From an optimization exercise on the open Yosys and OpenROAD flow, aimed at small area, a short achievable clock period and few clock cycles per item; shortcuts taken in it are not production practice.
Function was not checked in any run shown here: the RTL went through the layout flow alone.
No activity file was given, so power comes from the tool's default toggle rates.

==> flow/design.v (outline; a module is shown in full before it is edited, if it fits) <==
// module conv3x3_fa: 10 lines
// module conv3x3_ha: 9 lines
// module conv3x3_stream: 2416 lines
module conv3x3_stream
#(
  parameter int DATA_W     = 8,
  parameter int COEF_W     = 8,
  parameter int NORM_SHIFT = 4
) (
  input  logic                  i_clk,
  input  logic                  i_rst,
  input  logic [9*DATA_W-1:0]   i_pixel_data,
  input  logic                  i_pixel_data_valid,
  input  logic                  i_pixel_data_last,
  output logic                  o_pixel_data_ready,
  output logic [DATA_W-1:0]     o_convolved_data,
  output logic                  o_convolved_data_valid,
  output logic                  o_convolved_data_last,
  output logic                  o_convolved_sat,
  input  logic                  i_out_ready,
  input  logic                  i_coef_we,
  input  logic [3:0]            i_coef_addr,
  input  logic [COEF_W-1:0]     i_coef_data,
  input  logic                  i_coef_commit,
  output logic                  o_cfg_pending
);
  // ...
==> flow/run.sh <==
#!/bin/bash
# synth_recipe.tcl (not shown) runs the flow's synth.tcl, then flattens the netlist and writes it again
# the make line also repeats each setting of config.mk as NAME=value (left out here)
make -C /OpenROAD-flow-scripts/flow DESIGN_CONFIG=/design/flow/config.mk WORK_HOME=/design/flow/orfs CLKGATE_MAP_FILE= SYNTH_SCRIPT=/design/flow/synth_recipe.tcl finish
==> flow/config.mk <==
export PLATFORM = sky130hd
export DESIGN_NAME = conv3x3_stream
export DESIGN_NICKNAME = conv3x3_stream
export VERILOG_FILES = /design/flow/design.v
export SDC_FILE = /design/flow/constraint.sdc
export NUM_CORES = 4
export LEC_CHECK = 0
export CAP_MARGIN = 20
export CORE_MARGIN = 2
export CORE_UTILIZATION = 40
export CTS_BUF_LIST = sky130_fd_sc_hd__clkbuf_4 sky130_fd_sc_hd__clkbuf_8
export SETUP_SLACK_MARGIN = 2.0
export SLEW_MARGIN = 20
export SYNTH_HIERARCHICAL = 1
==> flow/constraint.sdc <==
create_clock -name core_clock -period 5.0 [get_ports {i_clk}]
set_input_delay 1.0000 -clock core_clock [delete_from_list [all_inputs] [get_ports {i_clk}]]
set_output_delay 1.0000 -clock core_clock [all_outputs]
set_load 0.01 [all_outputs]
==> impl_results.md, run 1 <==
- Status: finished clean
- Seq group: 5020 µW
- Clk sinks: between 500 and 600
- Synth Register Bits: 521
- Number of diodes: 2
- Avg WL per Cell: approximately 26 µm
- Count of flip-flops and latches: about 520
- Pwr Total: about 15000 µW
- Pint: roughly 9500 µW
- GPL Wtd Cong: between 0.9 and 1
- RSZ-0062 raised after global routing: true
- Final Setup Violations: 0
- Vias in the first global route: 22200
- Min-delay worst type: reg -> reg
- Sequential share of power: about 34%
- Largest register FFs: just under 200
- Routed length on met3: between 6 and 7 mm
- Adder-Cell Fraction of Synth Area: 37.2%
- Met1 Wirelength: 39.5 mm
- Final wirelength: slightly below 100 mm
- Setup CP Type: reg -> reg
- Largest net degree at the start of global routing: 91
- Cell taking the most area after synthesis: fa_1
- WHS: 0.332 ns
- Placed cell area: 33100 µm²
- Yosys cell types: 73
- Measured slew at the worst slew-check pin: slightly below 1 ns
- Htree depth: 3
- Period utilisation layout: about two thirds
- Pwr Density: slightly above 400 nW/µm²
- Prevailing post-synth register cell: dfxtp_1
- Synth Area in XOR/XNOR: less than 1%
- Max-slew headroom: between 30% and 40%
- Synth Area in Simple Gates: roughly 16%
- # port buffers: 103
- Final worst slack: 1.74 ns
==> inputs of run 2 (changes only) <==
--- a/flow/design.v
+++ b/flow/design.v
@@ -55,17 +55,17 @@
   localparam int NQ  = 4;    
   localparam int CW  = $clog2(CAP + 1);
   localparam int PW  = (NQ > 1) ? $clog2(NQ) : 1;
   logic        acc;
   logic [71:0] px_q;
   logic [71:0] kq;
   logic [2:0] vq;    
   logic [2:0] lq;    
-  logic [195:0] st1_q;
+  logic [99:0] st1_q;
   logic [37:0] st2_q;
   logic pp1;
   logic pp2;
   logic pp3;
   logic pp4;
   logic pp5;
   logic pp6;
   logic pp7;
@@ -1231,17 +1231,17 @@
       pending_q <= pend_req & ~apply;
       apply_q   <= apply;
     end
   end
   assign kq            = coef_q;
   assign o_cfg_pending = pending_q;
   always_ff @(posedge i_clk) begin
     px_q <= i_pixel_data;
-    st1_q <= {c1366, c1364, c1362, c1360, c1358, c1356, c1354, c1352, c1350, c1348, c1346, s1365, s1363, s1361, s1359, s1357, c1208, c1206, c1344, c1342, c1340, c1338, c1336, c1334, s1355, s1353, s1351, s1349, s1347, s1345, c1192, c1332, c1330, c1328, c1326, c1324, c1322, s1343, s1341, s1339, s1337, s1335, s1333, c1174, c1320, c1318, c1316, c1314, c1312, c1310, s1331, s1329, s1327, s1325, s1323, s1321, c1156, c1308, c1306, c1304, c1302, c1300, c1298, s1319, s1317, s1315, s1313, s1311, s1309, c1138, c1296, c1294, c1292, c1290, c1288, c1286, s1307, s1305, s1303, s1301, s1299, s1297, c1120, c1284, c1282, c1280, c1278, c1276, c1274, s1295, s1293, s1291, s1289, s1287, s1285, c1102, c1272, c1270, c1268, c1266, c1264, c1262, s1283, s1281, s1279, s1277, s1275, s1273, c1084, c1260, c1258, c1256, c1254, c1252, c1250, s1271, s1269, s1267, s1265, s1263, s1261, c1066, c1248, c1246, c1244, c1242, c1240, c1238, s1259, s1257, s1255, s1253, s1251, s1249, c1048, c1236, c1234, c1232, c1230, c1228, c1226, s1247, s1245, s1243, s1241, s1239, s1237, c1032, c1224, c1222, c1220, c1218, c1216, s1235, s1233, s1231, s1229, s1227, s1225, c1018, c1016, c1214, c1212, c1210, s1223, s1221, s1219, s1217, s1215, s1017, s1015, s1013, s1011, pp529, s1213, s1211, s1209, pp521, pp514, pp457, pp450, pp393, pp386, pp329, pp322, pp265, pp258, pp513, pp449, pp385, pp321, pp257, pp193, pp129, pp65, pp1};
+    st1_q <= {c1568, c1566, c1564, c1474, c1562, c1560, c1558, s1567, s1565, s1563, c1556, c1554, c1552, s1561, s1559, s1557, c1550, c1548, c1546, s1555, s1553, s1551, c1544, c1542, c1540, s1549, s1547, s1545, c1538, c1536, c1534, s1543, s1541, s1539, c1532, c1530, c1528, s1537, s1535, s1533, c1526, c1524, c1522, s1531, s1529, s1527, c1520, c1518, c1516, s1525, s1523, s1521, c1514, c1512, c1510, s1519, s1517, s1515, c1508, c1506, c1504, s1513, s1511, s1509, c1502, c1500, c1498, s1507, s1505, s1503, c1496, c1494, c1492, s1501, s1499, s1497, c1490, c1488, c1486, s1495, s1493, s1491, c1484, c1482, c1480, s1489, s1487, s1485, c1478, c1476, s1483, s1481, s1479, s1369, s1477, s1475, pp513, pp449, pp385, pp321};
     st2_q <= {c1706, c1670, c1704, s1705, c1702, s1703, c1700, s1701, c1698, s1699, c1696, s1697, c1694, s1695, c1692, s1693, c1690, s1691, c1688, s1689, c1686, s1687, c1684, s1685, c1682, s1683, c1680, s1681, c1678, s1679, c1676, s1677, c1674, s1675, c1672, s1673, s1671, s1635};
   end
   always_ff @(posedge i_clk) begin
     if (i_rst) vq <= '0;
     else       vq <= {vq[1:0], acc};
     lq <= {lq[1:0], i_pixel_data_last};
   end
   assign pp1 = px_q[0] & kq[0];
@@ -2212,154 +2212,154 @@
   conv3x3_fa u_fa372 (.a(s1207), .b(c1176), .c(c1178), .s(s1351), .co(c1352));
   conv3x3_fa u_fa373 (.a(c1180), .b(c1182), .c(c1184), .s(s1353), .co(c1354));
   conv3x3_fa u_fa374 (.a(c1186), .b(c1188), .c(c1190), .s(s1355), .co(c1356));
   conv3x3_fa u_fa375 (.a(pp64), .b(pp128), .c(pp192), .s(s1357), .co(c1358));
   conv3x3_fa u_fa376 (.a(pp256), .b(pp320), .c(pp384), .s(s1359), .co(c1360));
   conv3x3_fa u_fa377 (.a(pp448), .b(pp512), .c(pp576), .s(s1361), .co(c1362));
   conv3x3_fa u_fa378 (.a(c1194), .b(c1196), .c(c1198), .s(s1363), .co(c1364));
   conv3x3_fa u_fa379 (.a(c1200), .b(c1202), .c(c1204), .s(s1365), .co(c1366));
-  conv3x3_fa u_fa380 (.a(st1_q[9]), .b(st1_q[10]), .c(st1_q[11]), .s(s1367), .co(c1368));
-  conv3x3_fa u_fa381 (.a(st1_q[12]), .b(st1_q[13]), .c(st1_q[14]), .s(s1369), .co(c1370));
-  conv3x3_fa u_fa382 (.a(st1_q[22]), .b(st1_q[23]), .c(st1_q[24]), .s(s1371), .co(c1372));
-  conv3x3_fa u_fa383 (.a(st1_q[25]), .b(st1_q[26]), .c(st1_q[27]), .s(s1373), .co(c1374));
-  conv3x3_fa u_fa384 (.a(st1_q[28]), .b(st1_q[29]), .c(st1_q[30]), .s(s1375), .co(c1376));
-  conv3x3_fa u_fa385 (.a(st1_q[35]), .b(st1_q[36]), .c(st1_q[37]), .s(s1377), .co(c1378));
-  conv3x3_fa u_fa386 (.a(st1_q[38]), .b(st1_q[39]), .c(st1_q[40]), .s(s1379), .co(c1380));
-  conv3x3_fa u_fa387 (.a(st1_q[41]), .b(st1_q[42]), .c(st1_q[43]), .s(s1381), .co(c1382));
-  conv3x3_ha u_ha13 (.a(st1_q[44]), .b(st1_q[45]), .s(s1383), .co(c1384));
-  conv3x3_fa u_fa388 (.a(st1_q[48]), .b(st1_q[49]), .c(st1_q[50]), .s(s1385), .co(c1386));
-  conv3x3_fa u_fa389 (.a(st1_q[51]), .b(st1_q[52]), .c(st1_q[53]), .s(s1387), .co(c1388));
-  conv3x3_fa u_fa390 (.a(st1_q[54]), .b(st1_q[55]), .c(st1_q[56]), .s(s1389), .co(c1390));
-  conv3x3_fa u_fa391 (.a(st1_q[57]), .b(st1_q[58]), .c(st1_q[59]), .s(s1391), .co(c1392));
-  conv3x3_fa u_fa392 (.a(st1_q[61]), .b(st1_q[62]), .c(st1_q[63]), .s(s1393), .co(c1394));
-  conv3x3_fa u_fa393 (.a(st1_q[64]), .b(st1_q[65]), .c(st1_q[66]), .s(s1395), .co(c1396));
-  conv3x3_fa u_fa394 (.a(st1_q[67]), .b(st1_q[68]), .c(st1_q[69]), .s(s1397), .co(c1398));
-  conv3x3_fa u_fa395 (.a(st1_q[70]), .b(st1_q[71]), .c(st1_q[72]), .s(s1399), .co(c1400));
-  conv3x3_fa u_fa396 (.a(st1_q[74]), .b(st1_q[75]), .c(st1_q[76]), .s(s1401), .co(c1402));
-  conv3x3_fa u_fa397 (.a(st1_q[77]), .b(st1_q[78]), .c(st1_q[79]), .s(s1403), .co(c1404));
-  conv3x3_fa u_fa398 (.a(st1_q[80]), .b(st1_q[81]), .c(st1_q[82]), .s(s1405), .co(c1406));
-  conv3x3_fa u_fa399 (.a(st1_q[83]), .b(st1_q[84]), .c(st1_q[85]), .s(s1407), .co(c1408));
-  conv3x3_fa u_fa400 (.a(st1_q[87]), .b(st1_q[88]), .c(st1_q[89]), .s(s1409), .co(c1410));
-  conv3x3_fa u_fa401 (.a(st1_q[90]), .b(st1_q[91]), .c(st1_q[92]), .s(s1411), .co(c1412));
-  conv3x3_fa u_fa402 (.a(st1_q[93]), .b(st1_q[94]), .c(st1_q[95]), .s(s1413), .co(c1414));
-  conv3x3_fa u_fa403 (.a(st1_q[96]), .b(st1_q[97]), .c(st1_q[98]), .s(s1415), .co(c1416));
-  conv3x3_fa u_fa404 (.a(st1_q[100]), .b(st1_q[101]), .c(st1_q[102]), .s(s1417), .co(c1418));
-  conv3x3_fa u_fa405 (.a(st1_q[103]), .b(st1_q[104]), .c(st1_q[105]), .s(s1419), .co(c1420));
-  conv3x3_fa u_fa406 (.a(st1_q[106]), .b(st1_q[107]), .c(st1_q[108]), .s(s1421), .co(c1422));
-  conv3x3_fa u_fa407 (.a(st1_q[109]), .b(st1_q[110]), .c(st1_q[111]), .s(s1423), .co(c1424));
-  conv3x3_fa u_fa408 (.a(st1_q[113]), .b(st1_q[114]), .c(st1_q[115]), .s(s1425), .co(c1426));
-  conv3x3_fa u_fa409 (.a(st1_q[116]), .b(st1_q[117]), .c(st1_q[118]), .s(s1427), .co(c1428));
-  conv3x3_fa u_fa410 (.a(st1_q[119]), .b(st1_q[120]), .c(st1_q[121]), .s(s1429), .co(c1430));
-  conv3x3_fa u_fa411 (.a(st1_q[122]), .b(st1_q[123]), .c(st1_q[124]), .s(s1431), .co(c1432));
-  conv3x3_fa u_fa412 (.a(st1_q[126]), .b(st1_q[127]), .c(st1_q[128]), .s(s1433), .co(c1434));
-  conv3x3_fa u_fa413 (.a(st1_q[129]), .b(st1_q[130]), .c(st1_q[131]), .s(s1435), .co(c1436));
-  conv3x3_fa u_fa414 (.a(st1_q[132]), .b(st1_q[133]), .c(st1_q[134]), .s(s1437), .co(c1438));
-  conv3x3_fa u_fa415 (.a(st1_q[135]), .b(st1_q[136]), .c(st1_q[137]), .s(s1439), .co(c1440));
-  conv3x3_fa u_fa416 (.a(st1_q[139]), .b(st1_q[140]), .c(st1_q[141]), .s(s1441), .co(c1442));
-  conv3x3_fa u_fa417 (.a(st1_q[142]), .b(st1_q[143]), .c(st1_q[144]), .s(s1443), .co(c1444));
-  conv3x3_fa u_fa418 (.a(st1_q[145]), .b(st1_q[146]), .c(st1_q[147]), .s(s1445), .co(c1446));
-  conv3x3_fa u_fa419 (.a(st1_q[148]), .b(st1_q[149]), .c(st1_q[150]), .s(s1447), .co(c1448));
-  conv3x3_fa u_fa420 (.a(st1_q[152]), .b(st1_q[153]), .c(st1_q[154]), .s(s1449), .co(c1450));
-  conv3x3_fa u_fa421 (.a(st1_q[155]), .b(st1_q[156]), .c(st1_q[157]), .s(s1451), .co(c1452));
-  conv3x3_fa u_fa422 (.a(st1_q[158]), .b(st1_q[159]), .c(st1_q[160]), .s(s1453), .co(c1454));
-  conv3x3_fa u_fa423 (.a(st1_q[161]), .b(st1_q[162]), .c(st1_q[163]), .s(s1455), .co(c1456));
-  conv3x3_fa u_fa424 (.a(st1_q[165]), .b(st1_q[166]), .c(st1_q[167]), .s(s1457), .co(c1458));
-  conv3x3_fa u_fa425 (.a(st1_q[168]), .b(st1_q[169]), .c(st1_q[170]), .s(s1459), .co(c1460));
-  conv3x3_fa u_fa426 (.a(st1_q[171]), .b(st1_q[172]), .c(st1_q[173]), .s(s1461), .co(c1462));
-  conv3x3_fa u_fa427 (.a(st1_q[174]), .b(st1_q[175]), .c(st1_q[176]), .s(s1463), .co(c1464));
-  conv3x3_fa u_fa428 (.a(st1_q[178]), .b(st1_q[179]), .c(st1_q[180]), .s(s1465), .co(c1466));
-  conv3x3_fa u_fa429 (.a(st1_q[181]), .b(st1_q[182]), .c(st1_q[183]), .s(s1467), .co(c1468));
-  conv3x3_fa u_fa430 (.a(st1_q[184]), .b(st1_q[185]), .c(st1_q[186]), .s(s1469), .co(c1470));
-  conv3x3_fa u_fa431 (.a(st1_q[187]), .b(st1_q[188]), .c(st1_q[189]), .s(s1471), .co(c1472));
-  assign s1473 = ~st1_q[191];
-  assign c1474 = st1_q[191];
-  conv3x3_fa u_fa432 (.a(st1_q[0]), .b(st1_q[1]), .c(st1_q[2]), .s(s1475), .co(c1476));
-  conv3x3_ha u_ha14 (.a(st1_q[3]), .b(st1_q[4]), .s(s1477), .co(c1478));
-  conv3x3_fa u_fa433 (.a(st1_q[15]), .b(st1_q[16]), .c(st1_q[17]), .s(s1479), .co(c1480));
-  conv3x3_fa u_fa434 (.a(st1_q[18]), .b(st1_q[19]), .c(st1_q[20]), .s(s1481), .co(c1482));
-  conv3x3_ha u_ha15 (.a(st1_q[21]), .b(s1367), .s(s1483), .co(c1484));
-  conv3x3_fa u_fa435 (.a(st1_q[31]), .b(st1_q[32]), .c(st1_q[33]), .s(s1485), .co(c1486));
-  conv3x3_fa u_fa436 (.a(st1_q[34]), .b(s1371), .c(s1373), .s(s1487), .co(c1488));
+  conv3x3_fa u_fa380 (.a(pp258), .b(pp265), .c(pp322), .s(s1367), .co(c1368));
+  conv3x3_fa u_fa381 (.a(pp329), .b(pp386), .c(pp393), .s(s1369), .co(c1370));
+  conv3x3_fa u_fa382 (.a(pp529), .b(s1011), .c(s1013), .s(s1371), .co(c1372));
+  conv3x3_fa u_fa383 (.a(s1015), .b(s1017), .c(s1215), .s(s1373), .co(c1374));
+  conv3x3_fa u_fa384 (.a(s1217), .b(s1219), .c(s1221), .s(s1375), .co(c1376));
+  conv3x3_fa u_fa385 (.a(c1016), .b(c1018), .c(s1225), .s(s1377), .co(c1378));
+  conv3x3_fa u_fa386 (.a(s1227), .b(s1229), .c(s1231), .s(s1379), .co(c1380));
+  conv3x3_fa u_fa387 (.a(s1233), .b(s1235), .c(c1216), .s(s1381), .co(c1382));
+  conv3x3_ha u_ha13 (.a(c1218), .b(c1220), .s(s1383), .co(c1384));
+  conv3x3_fa u_fa388 (.a(c1032), .b(s1237), .c(s1239), .s(s1385), .co(c1386));
+  conv3x3_fa u_fa389 (.a(s1241), .b(s1243), .c(s1245), .s(s1387), .co(c1388));
+  conv3x3_fa u_fa390 (.a(s1247), .b(c1226), .c(c1228), .s(s1389), .co(c1390));
+  conv3x3_fa u_fa391 (.a(c1230), .b(c1232), .c(c1234), .s(s1391), .co(c1392));
+  conv3x3_fa u_fa392 (.a(c1048), .b(s1249), .c(s1251), .s(s1393), .co(c1394));
+  conv3x3_fa u_fa393 (.a(s1253), .b(s1255), .c(s1257), .s(s1395), .co(c1396));
+  conv3x3_fa u_fa394 (.a(s1259), .b(c1238), .c(c1240), .s(s1397), .co(c1398));
+  conv3x3_fa u_fa395 (.a(c1242), .b(c1244), .c(c1246), .s(s1399), .co(c1400));
+  conv3x3_fa u_fa396 (.a(c1066), .b(s1261), .c(s1263), .s(s1401), .co(c1402));
+  conv3x3_fa u_fa397 (.a(s1265), .b(s1267), .c(s1269), .s(s1403), .co(c1404));
+  conv3x3_fa u_fa398 (.a(s1271), .b(c1250), .c(c1252), .s(s1405), .co(c1406));
+  conv3x3_fa u_fa399 (.a(c1254), .b(c1256), .c(c1258), .s(s1407), .co(c1408));
+  conv3x3_fa u_fa400 (.a(c1084), .b(s1273), .c(s1275), .s(s1409), .co(c1410));
+  conv3x3_fa u_fa401 (.a(s1277), .b(s1279), .c(s1281), .s(s1411), .co(c1412));
+  conv3x3_fa u_fa402 (.a(s1283), .b(c1262), .c(c1264), .s(s1413), .co(c1414));
+  conv3x3_fa u_fa403 (.a(c1266), .b(c1268), .c(c1270), .s(s1415), .co(c1416));
+  conv3x3_fa u_fa404 (.a(c1102), .b(s1285), .c(s1287), .s(s1417), .co(c1418));
+  conv3x3_fa u_fa405 (.a(s1289), .b(s1291), .c(s1293), .s(s1419), .co(c1420));
+  conv3x3_fa u_fa406 (.a(s1295), .b(c1274), .c(c1276), .s(s1421), .co(c1422));
+  conv3x3_fa u_fa407 (.a(c1278), .b(c1280), .c(c1282), .s(s1423), .co(c1424));
+  conv3x3_fa u_fa408 (.a(c1120), .b(s1297), .c(s1299), .s(s1425), .co(c1426));
+  conv3x3_fa u_fa409 (.a(s1301), .b(s1303), .c(s1305), .s(s1427), .co(c1428));
+  conv3x3_fa u_fa410 (.a(s1307), .b(c1286), .c(c1288), .s(s1429), .co(c1430));
+  conv3x3_fa u_fa411 (.a(c1290), .b(c1292), .c(c1294), .s(s1431), .co(c1432));
+  conv3x3_fa u_fa412 (.a(c1138), .b(s1309), .c(s1311), .s(s1433), .co(c1434));
+  conv3x3_fa u_fa413 (.a(s1313), .b(s1315), .c(s1317), .s(s1435), .co(c1436));
+  conv3x3_fa u_fa414 (.a(s1319), .b(c1298), .c(c1300), .s(s1437), .co(c1438));
+  conv3x3_fa u_fa415 (.a(c1302), .b(c1304), .c(c1306), .s(s1439), .co(c1440));
+  conv3x3_fa u_fa416 (.a(c1156), .b(s1321), .c(s1323), .s(s1441), .co(c1442));
+  conv3x3_fa u_fa417 (.a(s1325), .b(s1327), .c(s1329), .s(s1443), .co(c1444));
+  conv3x3_fa u_fa418 (.a(s1331), .b(c1310), .c(c1312), .s(s1445), .co(c1446));
+  conv3x3_fa u_fa419 (.a(c1314), .b(c1316), .c(c1318), .s(s1447), .co(c1448));
+  conv3x3_fa u_fa420 (.a(c1174), .b(s1333), .c(s1335), .s(s1449), .co(c1450));
+  conv3x3_fa u_fa421 (.a(s1337), .b(s1339), .c(s1341), .s(s1451), .co(c1452));
+  conv3x3_fa u_fa422 (.a(s1343), .b(c1322), .c(c1324), .s(s1453), .co(c1454));
+  conv3x3_fa u_fa423 (.a(c1326), .b(c1328), .c(c1330), .s(s1455), .co(c1456));
+  conv3x3_fa u_fa424 (.a(c1192), .b(s1345), .c(s1347), .s(s1457), .co(c1458));
+  conv3x3_fa u_fa425 (.a(s1349), .b(s1351), .c(s1353), .s(s1459), .co(c1460));
+  conv3x3_fa u_fa426 (.a(s1355), .b(c1334), .c(c1336), .s(s1461), .co(c1462));
+  conv3x3_fa u_fa427 (.a(c1338), .b(c1340), .c(c1342), .s(s1463), .co(c1464));
+  conv3x3_fa u_fa428 (.a(c1206), .b(c1208), .c(s1357), .s(s1465), .co(c1466));
+  conv3x3_fa u_fa429 (.a(s1359), .b(s1361), .c(s1363), .s(s1467), .co(c1468));
+  conv3x3_fa u_fa430 (.a(s1365), .b(c1346), .c(c1348), .s(s1469), .co(c1470));
+  conv3x3_fa u_fa431 (.a(c1350), .b(c1352), .c(c1354), .s(s1471), .co(c1472));
+  assign s1473 = ~c1358;
+  assign c1474 = c1358;
+  conv3x3_fa u_fa432 (.a(pp1), .b(pp65), .c(pp129), .s(s1475), .co(c1476));
+  conv3x3_ha u_ha14 (.a(pp193), .b(pp257), .s(s1477), .co(c1478));
+  conv3x3_fa u_fa433 (.a(pp450), .b(pp457), .c(pp514), .s(s1479), .co(c1480));
+  conv3x3_fa u_fa434 (.a(pp521), .b(s1209), .c(s1211), .s(s1481), .co(c1482));
+  conv3x3_ha u_ha15 (.a(s1213), .b(s1367), .s(s1483), .co(c1484));
+  conv3x3_fa u_fa435 (.a(s1223), .b(c1210), .c(c1212), .s(s1485), .co(c1486));
+  conv3x3_fa u_fa436 (.a(c1214), .b(s1371), .c(s1373), .s(s1487), .co(c1488));
   conv3x3_fa u_fa437 (.a(s1375), .b(c1368), .c(c1370), .s(s1489), .co(c1490));
-  conv3x3_fa u_fa438 (.a(st1_q[46]), .b(st1_q[47]), .c(s1377), .s(s1491), .co(c1492));
+  conv3x3_fa u_fa438 (.a(c1222), .b(c1224), .c(s1377), .s(s1491), .co(c1492));
   conv3x3_fa u_fa439 (.a(s1379), .b(s1381), .c(s1383), .s(s1493), .co(c1494));
   conv3x3_fa u_fa440 (.a(c1372), .b(c1374), .c(c1376), .s(s1495), .co(c1496));
-  conv3x3_fa u_fa441 (.a(st1_q[60]), .b(s1385), .c(s1387), .s(s1497), .co(c1498));
+  conv3x3_fa u_fa441 (.a(c1236), .b(s1385), .c(s1387), .s(s1497), .co(c1498));
   conv3x3_fa u_fa442 (.a(s1389), .b(s1391), .c(c1378), .s(s1499), .co(c1500));
   conv3x3_fa u_fa443 (.a(c1380), .b(c1382), .c(c1384), .s(s1501), .co(c1502));
-  conv3x3_fa u_fa444 (.a(st1_q[73]), .b(s1393), .c(s1395), .s(s1503), .co(c1504));
+  conv3x3_fa u_fa444 (.a(c1248), .b(s1393), .c(s1395), .s(s1503), .co(c1504));
   conv3x3_fa u_fa445 (.a(s1397), .b(s1399), .c(c1386), .s(s1505), .co(c1506));
   conv3x3_fa u_fa446 (.a(c1388), .b(c1390), .c(c1392), .s(s1507), .co(c1508));
-  conv3x3_fa u_fa447 (.a(st1_q[86]), .b(s1401), .c(s1403), .s(s1509), .co(c1510));
+  conv3x3_fa u_fa447 (.a(c1260), .b(s1401), .c(s1403), .s(s1509), .co(c1510));
   conv3x3_fa u_fa448 (.a(s1405), .b(s1407), .c(c1394), .s(s1511), .co(c1512));
   conv3x3_fa u_fa449 (.a(c1396), .b(c1398), .c(c1400), .s(s1513), .co(c1514));
-  conv3x3_fa u_fa450 (.a(st1_q[99]), .b(s1409), .c(s1411), .s(s1515), .co(c1516));
+  conv3x3_fa u_fa450 (.a(c1272), .b(s1409), .c(s1411), .s(s1515), .co(c1516));
   conv3x3_fa u_fa451 (.a(s1413), .b(s1415), .c(c1402), .s(s1517), .co(c1518));
   conv3x3_fa u_fa452 (.a(c1404), .b(c1406), .c(c1408), .s(s1519), .co(c1520));
-  conv3x3_fa u_fa453 (.a(st1_q[112]), .b(s1417), .c(s1419), .s(s1521), .co(c1522));
+  conv3x3_fa u_fa453 (.a(c1284), .b(s1417), .c(s1419), .s(s1521), .co(c1522));
   conv3x3_fa u_fa454 (.a(s1421), .b(s1423), .c(c1410), .s(s1523), .co(c1524));
   conv3x3_fa u_fa455 (.a(c1412), .b(c1414), .c(c1416), .s(s1525), .co(c1526));
-  conv3x3_fa u_fa456 (.a(st1_q[125]), .b(s1425), .c(s1427), .s(s1527), .co(c1528));
+  conv3x3_fa u_fa456 (.a(c1296), .b(s1425), .c(s1427), .s(s1527), .co(c1528));
   conv3x3_fa u_fa457 (.a(s1429), .b(s1431), .c(c1418), .s(s1529), .co(c1530));
   conv3x3_fa u_fa458 (.a(c1420), .b(c1422), .c(c1424), .s(s1531), .co(c1532));
-  conv3x3_fa u_fa459 (.a(st1_q[138]), .b(s1433), .c(s1435), .s(s1533), .co(c1534));
+  conv3x3_fa u_fa459 (.a(c1308), .b(s1433), .c(s1435), .s(s1533), .co(c1534));
   conv3x3_fa u_fa460 (.a(s1437), .b(s1439), .c(c1426), .s(s1535), .co(c1536));
   conv3x3_fa u_fa461 (.a(c1428), .b(c1430), .c(c1432), .s(s1537), .co(c1538));
-  conv3x3_fa u_fa462 (.a(st1_q[151]), .b(s1441), .c(s1443), .s(s1539), .co(c1540));
+  conv3x3_fa u_fa462 (.a(c1320), .b(s1441), .c(s1443), .s(s1539), .co(c1540));
   conv3x3_fa u_fa463 (.a(s1445), .b(s1447), .c(c1434), .s(s1541), .co(c1542));
   conv3x3_fa u_fa464 (.a(c1436), .b(c1438), .c(c1440), .s(s1543), .co(c1544));
-  conv3x3_fa u_fa465 (.a(st1_q[164]), .b(s1449), .c(s1451), .s(s1545), .co(c1546));
+  conv3x3_fa u_fa465 (.a(c1332), .b(s1449), .c(s1451), .s(s1545), .co(c1546));
   conv3x3_fa u_fa466 (.a(s1453), .b(s1455), .c(c1442), .s(s1547), .co(c1548));
   conv3x3_fa u_fa467 (.a(c1444), .b(c1446), .c(c1448), .s(s1549), .co(c1550));
-  conv3x3_fa u_fa468 (.a(st1_q[177]), .b(s1457), .c(s1459), .s(s1551), .co(c1552));
+  conv3x3_fa u_fa468 (.a(c1344), .b(s1457), .c(s1459), .s(s1551), .co(c1552));
   conv3x3_fa u_fa469 (.a(s1461), .b(s1463), .c(c1450), .s(s1553), .co(c1554));
   conv3x3_fa u_fa470 (.a(c1452), .b(c1454), .c(c1456), .s(s1555), .co(c1556));
-  conv3x3_fa u_fa471 (.a(st1_q[190]), .b(s1465), .c(s1467), .s(s1557), .co(c1558));
+  conv3x3_fa u_fa471 (.a(c1356), .b(s1465), .c(s1467), .s(s1557), .co(c1558));
   conv3x3_fa u_fa472 (.a(s1469), .b(s1471), .c(c1458), .s(s1559), .co(c1560));
   conv3x3_fa u_fa473 (.a(c1460), .b(c1462), .c(c1464), .s(s1561), .co(c1562));
-  conv3x3_fa u_fa474 (.a(st1_q[192]), .b(st1_q[193]), .c(st1_q[194]), .s(s1563), .co(c1564));
-  conv3x3_fa u_fa475 (.a(st1_q[195]), .b(s1473), .c(c1466), .s(s1565), .co(c1566));
+  conv3x3_fa u_fa474 (.a(c1360), .b(c1362), .c(c1364), .s(s1563), .co(c1564));
+  conv3x3_fa u_fa475 (.a(c1366), .b(s1473), .c(c1466), .s(s1565), .co(c1566));
   conv3x3_fa u_fa476 (.a(c1468), .b(c1470), .c(c1472), .s(s1567), .co(c1568));
-  conv3x3_fa u_fa477 (.a(st1_q[5]), .b(st1_q[6]), .c(st1_q[7]), .s(s1569), .co(c1570));
-  conv3x3_fa u_fa478 (.a(s1369), .b(s1479), .c(s1481), .s(s1571), .co(c1572));
-  conv3x3_ha u_ha16 (.a(s1483), .b(c1476), .s(s1573), .co(c1574));
-  conv3x3_fa u_fa479 (.a(s1485), .b(s1487), .c(s1489), .s(s1575), .co(c1576));
-  conv3x3_fa u_fa480 (.a(c1480), .b(c1482), .c(c1484), .s(s1577), .co(c1578));
-  conv3x3_fa u_fa481 (.a(s1491), .b(s1493), .c(s1495), .s(s1579), .co(c1580));
-  conv3x3_fa u_fa482 (.a(c1486), .b(c1488), .c(c1490), .s(s1581), .co(c1582));
-  conv3x3_fa u_fa483 (.a(s1497), .b(s1499), .c(s1501), .s(s1583), .co(c1584));
-  conv3x3_fa u_fa484 (.a(c1492), .b(c1494), .c(c1496), .s(s1585), .co(c1586));
-  conv3x3_fa u_fa485 (.a(s1503), .b(s1505), .c(s1507), .s(s1587), .co(c1588));
-  conv3x3_fa u_fa486 (.a(c1498), .b(c1500), .c(c1502), .s(s1589), .co(c1590));
-  conv3x3_fa u_fa487 (.a(s1509), .b(s1511), .c(s1513), .s(s1591), .co(c1592));
-  conv3x3_fa u_fa488 (.a(c1504), .b(c1506), .c(c1508), .s(s1593), .co(c1594));
-  conv3x3_fa u_fa489 (.a(s1515), .b(s1517), .c(s1519), .s(s1595), .co(c1596));
-  conv3x3_fa u_fa490 (.a(c1510), .b(c1512), .c(c1514), .s(s1597), .co(c1598));
-  conv3x3_fa u_fa491 (.a(s1521), .b(s1523), .c(s1525), .s(s1599), .co(c1600));
-  conv3x3_fa u_fa492 (.a(c1516), .b(c1518), .c(c1520), .s(s1601), .co(c1602));
-  conv3x3_fa u_fa493 (.a(s1527), .b(s1529), .c(s1531), .s(s1603), .co(c1604));
-  conv3x3_fa u_fa494 (.a(c1522), .b(c1524), .c(c1526), .s(s1605), .co(c1606));
-  conv3x3_fa u_fa495 (.a(s1533), .b(s1535), .c(s1537), .s(s1607), .co(c1608));
-  conv3x3_fa u_fa496 (.a(c1528), .b(c1530), .c(c1532), .s(s1609), .co(c1610));
-  conv3x3_fa u_fa497 (.a(s1539), .b(s1541), .c(s1543), .s(s1611), .co(c1612));
-  conv3x3_fa u_fa498 (.a(c1534), .b(c1536), .c(c1538), .s(s1613), .co(c1614));
-  conv3x3_fa u_fa499 (.a(s1545), .b(s1547), .c(s1549), .s(s1615), .co(c1616));
-  conv3x3_fa u_fa500 (.a(c1540), .b(c1542), .c(c1544), .s(s1617), .co(c1618));
-  conv3x3_fa u_fa501 (.a(s1551), .b(s1553), .c(s1555), .s(s1619), .co(c1620));
-  conv3x3_fa u_fa502 (.a(c1546), .b(c1548), .c(c1550), .s(s1621), .co(c1622));
-  conv3x3_fa u_fa503 (.a(s1557), .b(s1559), .c(s1561), .s(s1623), .co(c1624));
-  conv3x3_fa u_fa504 (.a(c1552), .b(c1554), .c(c1556), .s(s1625), .co(c1626));
-  conv3x3_fa u_fa505 (.a(s1563), .b(s1565), .c(s1567), .s(s1627), .co(c1628));
-  conv3x3_fa u_fa506 (.a(c1558), .b(c1560), .c(c1562), .s(s1629), .co(c1630));
-  assign s1631 = ~(c1474 ^ c1564);
-  assign c1632 = c1474 | c1564;
-  conv3x3_ha u_ha17 (.a(c1566), .b(c1568), .s(s1633), .co(c1634));
-  conv3x3_ha u_ha18 (.a(st1_q[8]), .b(s1475), .s(s1635), .co(c1636));
-  conv3x3_fa u_fa507 (.a(c1478), .b(s1571), .c(s1573), .s(s1637), .co(c1638));
+  conv3x3_fa u_fa477 (.a(st1_q[0]), .b(st1_q[1]), .c(st1_q[2]), .s(s1569), .co(c1570));
+  conv3x3_fa u_fa478 (.a(st1_q[6]), .b(st1_q[7]), .c(st1_q[8]), .s(s1571), .co(c1572));
+  conv3x3_ha u_ha16 (.a(st1_q[9]), .b(st1_q[10]), .s(s1573), .co(c1574));
+  conv3x3_fa u_fa479 (.a(st1_q[12]), .b(st1_q[13]), .c(st1_q[14]), .s(s1575), .co(c1576));
+  conv3x3_fa u_fa480 (.a(st1_q[15]), .b(st1_q[16]), .c(st1_q[17]), .s(s1577), .co(c1578));
+  conv3x3_fa u_fa481 (.a(st1_q[18]), .b(st1_q[19]), .c(st1_q[20]), .s(s1579), .co(c1580));
+  conv3x3_fa u_fa482 (.a(st1_q[21]), .b(st1_q[22]), .c(st1_q[23]), .s(s1581), .co(c1582));
+  conv3x3_fa u_fa483 (.a(st1_q[24]), .b(st1_q[25]), .c(st1_q[26]), .s(s1583), .co(c1584));
+  conv3x3_fa u_fa484 (.a(st1_q[27]), .b(st1_q[28]), .c(st1_q[29]), .s(s1585), .co(c1586));
+  conv3x3_fa u_fa485 (.a(st1_q[30]), .b(st1_q[31]), .c(st1_q[32]), .s(s1587), .co(c1588));
+  conv3x3_fa u_fa486 (.a(st1_q[33]), .b(st1_q[34]), .c(st1_q[35]), .s(s1589), .co(c1590));
+  conv3x3_fa u_fa487 (.a(st1_q[36]), .b(st1_q[37]), .c(st1_q[38]), .s(s1591), .co(c1592));
+  conv3x3_fa u_fa488 (.a(st1_q[39]), .b(st1_q[40]), .c(st1_q[41]), .s(s1593), .co(c1594));
+  conv3x3_fa u_fa489 (.a(st1_q[42]), .b(st1_q[43]), .c(st1_q[44]), .s(s1595), .co(c1596));
+  conv3x3_fa u_fa490 (.a(st1_q[45]), .b(st1_q[46]), .c(st1_q[47]), .s(s1597), .co(c1598));
+  conv3x3_fa u_fa491 (.a(st1_q[48]), .b(st1_q[49]), .c(st1_q[50]), .s(s1599), .co(c1600));
+  conv3x3_fa u_fa492 (.a(st1_q[51]), .b(st1_q[52]), .c(st1_q[53]), .s(s1601), .co(c1602));
+  conv3x3_fa u_fa493 (.a(st1_q[54]), .b(st1_q[55]), .c(st1_q[56]), .s(s1603), .co(c1604));
+  conv3x3_fa u_fa494 (.a(st1_q[57]), .b(st1_q[58]), .c(st1_q[59]), .s(s1605), .co(c1606));
+  conv3x3_fa u_fa495 (.a(st1_q[60]), .b(st1_q[61]), .c(st1_q[62]), .s(s1607), .co(c1608));
+  conv3x3_fa u_fa496 (.a(st1_q[63]), .b(st1_q[64]), .c(st1_q[65]), .s(s1609), .co(c1610));
+  conv3x3_fa u_fa497 (.a(st1_q[66]), .b(st1_q[67]), .c(st1_q[68]), .s(s1611), .co(c1612));
+  conv3x3_fa u_fa498 (.a(st1_q[69]), .b(st1_q[70]), .c(st1_q[71]), .s(s1613), .co(c1614));
+  conv3x3_fa u_fa499 (.a(st1_q[72]), .b(st1_q[73]), .c(st1_q[74]), .s(s1615), .co(c1616));
+  conv3x3_fa u_fa500 (.a(st1_q[75]), .b(st1_q[76]), .c(st1_q[77]), .s(s1617), .co(c1618));
+  conv3x3_fa u_fa501 (.a(st1_q[78]), .b(st1_q[79]), .c(st1_q[80]), .s(s1619), .co(c1620));
+  conv3x3_fa u_fa502 (.a(st1_q[81]), .b(st1_q[82]), .c(st1_q[83]), .s(s1621), .co(c1622));
+  conv3x3_fa u_fa503 (.a(st1_q[84]), .b(st1_q[85]), .c(st1_q[86]), .s(s1623), .co(c1624));
+  conv3x3_fa u_fa504 (.a(st1_q[87]), .b(st1_q[88]), .c(st1_q[89]), .s(s1625), .co(c1626));
+  conv3x3_fa u_fa505 (.a(st1_q[90]), .b(st1_q[91]), .c(st1_q[92]), .s(s1627), .co(c1628));
+  conv3x3_fa u_fa506 (.a(st1_q[93]), .b(st1_q[94]), .c(st1_q[95]), .s(s1629), .co(c1630));
+  assign s1631 = ~(st1_q[96] ^ st1_q[97]);
+  assign c1632 = st1_q[96] | st1_q[97];
+  conv3x3_ha u_ha17 (.a(st1_q[98]), .b(st1_q[99]), .s(s1633), .co(c1634));
+  conv3x3_ha u_ha18 (.a(st1_q[3]), .b(st1_q[4]), .s(s1635), .co(c1636));
+  conv3x3_fa u_fa507 (.a(st1_q[11]), .b(s1571), .c(s1573), .s(s1637), .co(c1638));
   conv3x3_fa u_fa508 (.a(s1575), .b(s1577), .c(c1572), .s(s1639), .co(c1640));
   conv3x3_fa u_fa509 (.a(s1579), .b(s1581), .c(c1576), .s(s1641), .co(c1642));
   conv3x3_fa u_fa510 (.a(s1583), .b(s1585), .c(c1580), .s(s1643), .co(c1644));
   conv3x3_fa u_fa511 (.a(s1587), .b(s1589), .c(c1584), .s(s1645), .co(c1646));
   conv3x3_fa u_fa512 (.a(s1591), .b(s1593), .c(c1588), .s(s1647), .co(c1648));
   conv3x3_fa u_fa513 (.a(s1595), .b(s1597), .c(c1592), .s(s1649), .co(c1650));
   conv3x3_fa u_fa514 (.a(s1599), .b(s1601), .c(c1596), .s(s1651), .co(c1652));
   conv3x3_fa u_fa515 (.a(s1603), .b(s1605), .c(c1600), .s(s1653), .co(c1654));
@@ -2367,17 +2367,17 @@
   conv3x3_fa u_fa517 (.a(s1611), .b(s1613), .c(c1608), .s(s1657), .co(c1658));
   conv3x3_fa u_fa518 (.a(s1615), .b(s1617), .c(c1612), .s(s1659), .co(c1660));
   conv3x3_fa u_fa519 (.a(s1619), .b(s1621), .c(c1616), .s(s1661), .co(c1662));
   conv3x3_fa u_fa520 (.a(s1623), .b(s1625), .c(c1620), .s(s1663), .co(c1664));
   conv3x3_fa u_fa521 (.a(s1627), .b(s1629), .c(c1624), .s(s1665), .co(c1666));
   conv3x3_fa u_fa522 (.a(s1631), .b(s1633), .c(c1628), .s(s1667), .co(c1668));
   assign s1669 = ~c1632;
   assign c1670 = c1632;
-  conv3x3_ha u_ha19 (.a(s1477), .b(s1569), .s(s1671), .co(c1672));
+  conv3x3_ha u_ha19 (.a(st1_q[5]), .b(s1569), .s(s1671), .co(c1672));
   conv3x3_fa u_fa523 (.a(c1570), .b(s1637), .c(c1636), .s(s1673), .co(c1674));
   conv3x3_fa u_fa524 (.a(c1574), .b(s1639), .c(c1638), .s(s1675), .co(c1676));
   conv3x3_fa u_fa525 (.a(c1578), .b(s1641), .c(c1640), .s(s1677), .co(c1678));
   conv3x3_fa u_fa526 (.a(c1582), .b(s1643), .c(c1642), .s(s1679), .co(c1680));
   conv3x3_fa u_fa527 (.a(c1586), .b(s1645), .c(c1644), .s(s1681), .co(c1682));
   conv3x3_fa u_fa528 (.a(c1590), .b(s1647), .c(c1646), .s(s1683), .co(c1684));
   conv3x3_fa u_fa529 (.a(c1594), .b(s1649), .c(c1648), .s(s1685), .co(c1686));
   conv3x3_fa u_fa530 (.a(c1598), .b(s1651), .c(c1650), .s(s1687), .co(c1688));
==> flow/config.mk (replaced) <==
export PLATFORM = sky130hd
export DESIGN_NAME = conv3x3_stream
export DESIGN_NICKNAME = conv3x3_stream
export VERILOG_FILES = /design/flow/design.v
export SDC_FILE = /design/flow/constraint.sdc
export NUM_CORES = 4
export LEC_CHECK = 0
export CAP_MARGIN = 20
export CORE_MARGIN = 2
export CORE_UTILIZATION = 40
export SLEW_MARGIN = 20
export SYNTH_HIERARCHICAL = 1
==> run 2 against run 1 <==
Utilization shrank 1.9 points. Cell area shrank 9.7%. Worst setup slack lost 1.3 ns. Register-to-register slack lost 1.3 ns. Sequential power shrank 13%. Power shrank 17%. Largest cell class unchanged.
==> impl_results.md, run 2 <==
- Status: finished clean (unchanged)
- Most frequent cell after synthesis: fa_1 (unchanged)
- CTS Buf Count: 49 (was 91)
- Num rows: 98 (was 101)
- Core area: 71600 µm² (was 76200 µm²)
- Hold Fails Final Rpt: 0 (unchanged)
- Max stage delay on crit path: 0.64 ns (was 0.61 ns)
- Reg clk slew, reported paths: 0.06 ns (about the same)
- Share of cells above drive strength 1: 6.34% (was 18.5%)
- Clk sinks: 425 (was 521)
- Buf+Inv Stages, Crit Path: 0 (was 1)
- Die W: 273 µm (was 282 µm)
- Final Setup Violations: 0 (unchanged)
- EDFF count, synth: 50 (unchanged)
- Final clock skew: 0.0615 ns (was 0.0431 ns)
- Post-route ant nets: 0 (unchanged)
- Largest Register: st1_q (unchanged)
- Pre-CTS setup slack: 0.485 ns (was 1.24 ns)
- # port buffers: 103 (unchanged)
- Min-delay worst type: reg -> reg (unchanged)
- Yosys cell types: 73 (unchanged)
- Initial DRC count: 1546 (was 1618)
- Area grow syn2layout: 13.8% (was 18.1%)
- Worst setup EP type: flip-flop (unchanged)
- Avg WL per Cell: 27.4 µm (was 25.8 µm)
- Synth Register Bits: 425 (was 521)
- WP data arrival: 4.98 ns (was 3.81 ns)
- Clock latency (worst-skew pair): 0.62 ns (was 0.71 ns)
- First-pass GRT wire length: 142 mm (was 145 mm)
- Most frequent cells in the layout: fa_1 (542), and2_1 (509), dfxtp_1 (374) (was and2_1 (502), fa_1 (502), dfxtp_1 (345))
- Initial core utilization: 40.4% (was 40.5%)
- Syn nets: 3075 (was 3187)
- GPL Wtd Cong: 0.963 (was 0.945)
- Worst-path fanout max: 9 (was 3)
- Final wirelength: 96.1 mm (was 97.5 mm)
- WHS: 0.327 ns (was 0.332 ns)
- Drt pass-1 iters: 5 (unchanged)
- Root Buffer: clkbuf_16 (was clkbuf_8)
- RSZ-0062 raised after global routing: false (was true)
- Maximum clock insertion buffer count: 3 (unchanged)
- Max Cap Violations: 0 (unchanged)
- Critical path startpoint category: flip-flop (unchanged)
- Sequential fraction of the synthesis area: 31.1% (was 35.4%)
- Vias in the first global route: 21200 (was 22200)
- Htree depth: 2 (was 3)
- Worst IR Drop VDD: 0.248 mV (was 0.359 mV)
- CP Cell Sequence: and2_1 -> fa_1 -> fa_1 -> fa_1 -> fa_1 -> fa_1 -> fa_1 -> fa_1 (was buf_6 -> and2_4 -> fa_1 -> fa_2 -> fa_2 -> fa_2 -> fa_2)
- Net Sw Frac: 35.7% (was 35.2%)
- Slowest CP cell: fa_1 (was fa_2)
- Crit-path leading delay family: adder cells (unchanged)
- Final worst slack: 0.465 ns (was 1.74 ns)
- Asr flop ratio synth: 0% (unchanged)
- Fillers: 6552 (was 6723)
- P_leak: 0.0139 µW (was 0.0150 µW)
- Setup CP Type: reg -> reg (unchanged)
- I/O Pins: 104 (unchanged)
- Cell Area, Synth: 28900 µm² (was 30900 µm²)
- Post-CTS Setup Bufs: 0 (was 22)
- Largest register FFs: 100 (was 196)
- Required time worst endpoint: 5.44 ns (was 5.55 ns)
- Period utilisation layout: 90.7% (was 65.2%)
- Post_cts resized: 0 (was 195)
- Tmin final: 4.53 ns (was 3.26 ns)
- CTS tree: yes (unchanged)
- Most common cell after layout, fill and taps aside: fa_1
- Total track usage: 26.4% (was 25.2%)
- Max-slew headroom: 40.3% (was 34.8%)
- Measured slew at the worst slew-check pin: 0.891 ns (was 0.974 ns)
- # DRC: 0 (unchanged)
- Vias per cell: 5.44 (was 5.36)
- Max Freq: 221 MHz (was 307 MHz)
- Sw power: 4370 µW (was 5180 µW)
- Die area: 74500 µm² (was 79400 µm²)
- Setup tns final: 0 ns (unchanged)
- Yosys warning count: 7 (unchanged)
- Clock power frac: 30.7% (was 30.2%)
- Cell taking the most area after synthesis: fa_1 (unchanged)
- Largest net degree at the start of global routing: 82 (was 91)
- Fin nets: 3199 (was 3363)
- Die height: 273 µm (was 282 µm)
- Cells after Synth: 2390 (was 2502)
- Pint: 7870 µW (was 9530 µW)
- Combinational share of power: 33.8% (was 35.7%)
- Hold-fix buffers at CTS: 0 (unchanged)
- Syn avg cell area: 12.1 µm² (was 12.3 µm²)
- Final Max Tran Viols: 0 (unchanged)
- Pwr Density: 372 nW/µm² (was 403 nW/µm²)
- Synth cell count leaders: fa_1 (542), and2_1 (509), dfxtp_1 (375) (was fa_1 (542), and2_1 (508), dfxtp_1 (471))
- Antenna violations before repair: 5 (unchanged)
- Prevailing post-synth register cell: dfxtp_1 (unchanged)
- Synth area leaders: fa_1 (37%), dfxtp_1 (26%), and2_1 (11%), edfxtp_1 (5.2%), mux2i_1 (4.7%) (was fa_1 (35%), dfxtp_1 (31%), and2_1 (10%), edfxtp_1 (4.9%), mux2i_1 (4.2%))
- Synth top area share: 37.5% (was 35.1%)
- Crit-path most repeated cell: fa_1 (was fa_2)
- Vias: 19100 (was 20300)
- Sequential share of power: 35.5% (was 34.1%)
- Dpl hpwl: 78.6 mm (was 77.9 mm)
- Overflow after GRT: 0 (unchanged)
## run 2: changes by cell type after synthesis, moves of 7 or more
cell       delta
dfxtp_1      -96
clkbuf_1     -15
o2bb2ai_1    +12
a211o_1       -9
buf_1         +9
nor2_1        +9
nor3_1        -9
a22oi_1       -8
a21oi_1       -7
nand4_1       -7
## run 2: path summary, 6_finish.rpt
path,from,to,slack [ns],cells after the start
worst max register to register,coef_q[3],st1_q[48],0.47,8
worst max-delay path,coef_q[3],st1_q[48],0.47,8
worst min register to register,lq[1],lq[2],0.33,0
worst min-delay path,lq[1],lq[2],0.33,0
## run 2: cell type report
cell class / instances / area, µm² / area share [%]
Inverter: 42 / 158 / 0.479
Multi-Input combinational cell: 1850 / 19500 / 59.2
Timing Repair Buffer: 146 / 1350 / 4.10
Clock buffer: 66 / 1400 / 4.26
Tap cell: 950 / 1190 / 3.61
Antenna cell: 6 / 15.0 / 0.0456
Sequential cell: 425 / 9010 / 27.4
Clock inverter: 25 / 304 / 0.923
## run 2: modules after synthesis (local to each module, per instance)
| module | cell area [µm²] | flip-flops and latches | cells | copies in the design |
|---|---|---|---|---|
| conv3x3_ha | 12.5 | 0 | 1 | 20 |
| conv3x3_stream | 17900 | 425 | 1830 | 1 |
| conv3x3_fa | 20.0 | 0 | 1 | 540 |
## run 2: worst reg2reg max path: cells and delay by family (launching register included)
kind	cells	cell delay, ns
AND/OR/NAND/NOR	1	0.20
flip-flops	1	0.51
adder cells (fa/ha/maj)	7	3.67
## run 2: cell families after synthesis
family | Yosys count | share of synthesized area, %
AO/OA/AOI/OAI | 182 | 4.55
XOR/XNOR | 13 | 0.393
adder cells (fa/ha/maj) | 594 | 39.7
buffers and inverters | 115 | 1.54
flip-flops | 425 | 31.1
multiplexers | 148 | 5.56
AND/OR/NAND/NOR | 913 | 17.1
## run 2: power by group through the flow
| stage | combinational [µW] | sequential, µW | clock (µW) |
|---|---|---|---|
| after CTS | 4160 | 4350 | 3830 |
| after floorplan | 2750 | 4240 | 0 |
| final | 4130 | 4350 | 3750 |
| after global routing | 4600 | 4390 | 3960 |
| after detailed placement | 4130 | 4420 | 0 |
| after global placement | 4040 | 4420 | 0 |
## run 2: metrics by stage
stage	total power, µW	cells	area, µm²	utilization (%)
floorplan	6990	2390	28900	-
global placement	8460	3413	31200	43.6
detailed placement	8550	3413	31200	43.6
CTS	12300	3504	32900	46.0
global route	12900	3504	32900	46.0
finish	12200	3510	32900	46.0
## run 2: routing by layer
metal	up-vias	wire, µm	global-route usage (%)
met5	-	13	0
met2	779	46800	44.4
met3	230	6100	4.09
met1	9998	37200	32.6
li1	8071	-	-
met4	2	5980	14.4

==> separate check: timing with driven ports <==
In the flow no input, the clock included, has a driving cell. The finished layouts below were timed again as built, in two steps.
Step 1: set_driving_cell puts a clkbuf_16 on i_clk and a buf_2 on each other input, an assumption about the parent block.
Step 2 also shifts input and output timing later by t, the mid clock arrival at the registers, as if the neighbouring blocks saw the same clock.
Slacks: no drivers / after step 1 / after step 2; pairs: no drivers / after step 1.
| run | t, ns | slack for setup (ns) | cell pins on the clock port's net |
|---|---|---|---|
| run 1 | 0.756 | 1.739 / 1.739 / 1.526 | 1 |
| run 2 | 0.661 | 0.465 / 0.465 / 0.465 | 1 |
After both steps every run listed still meets setup and hold. The setup slack of run 1, which loses most, moves by 0.000 ns with the drivers and by -0.213 ns with both steps.
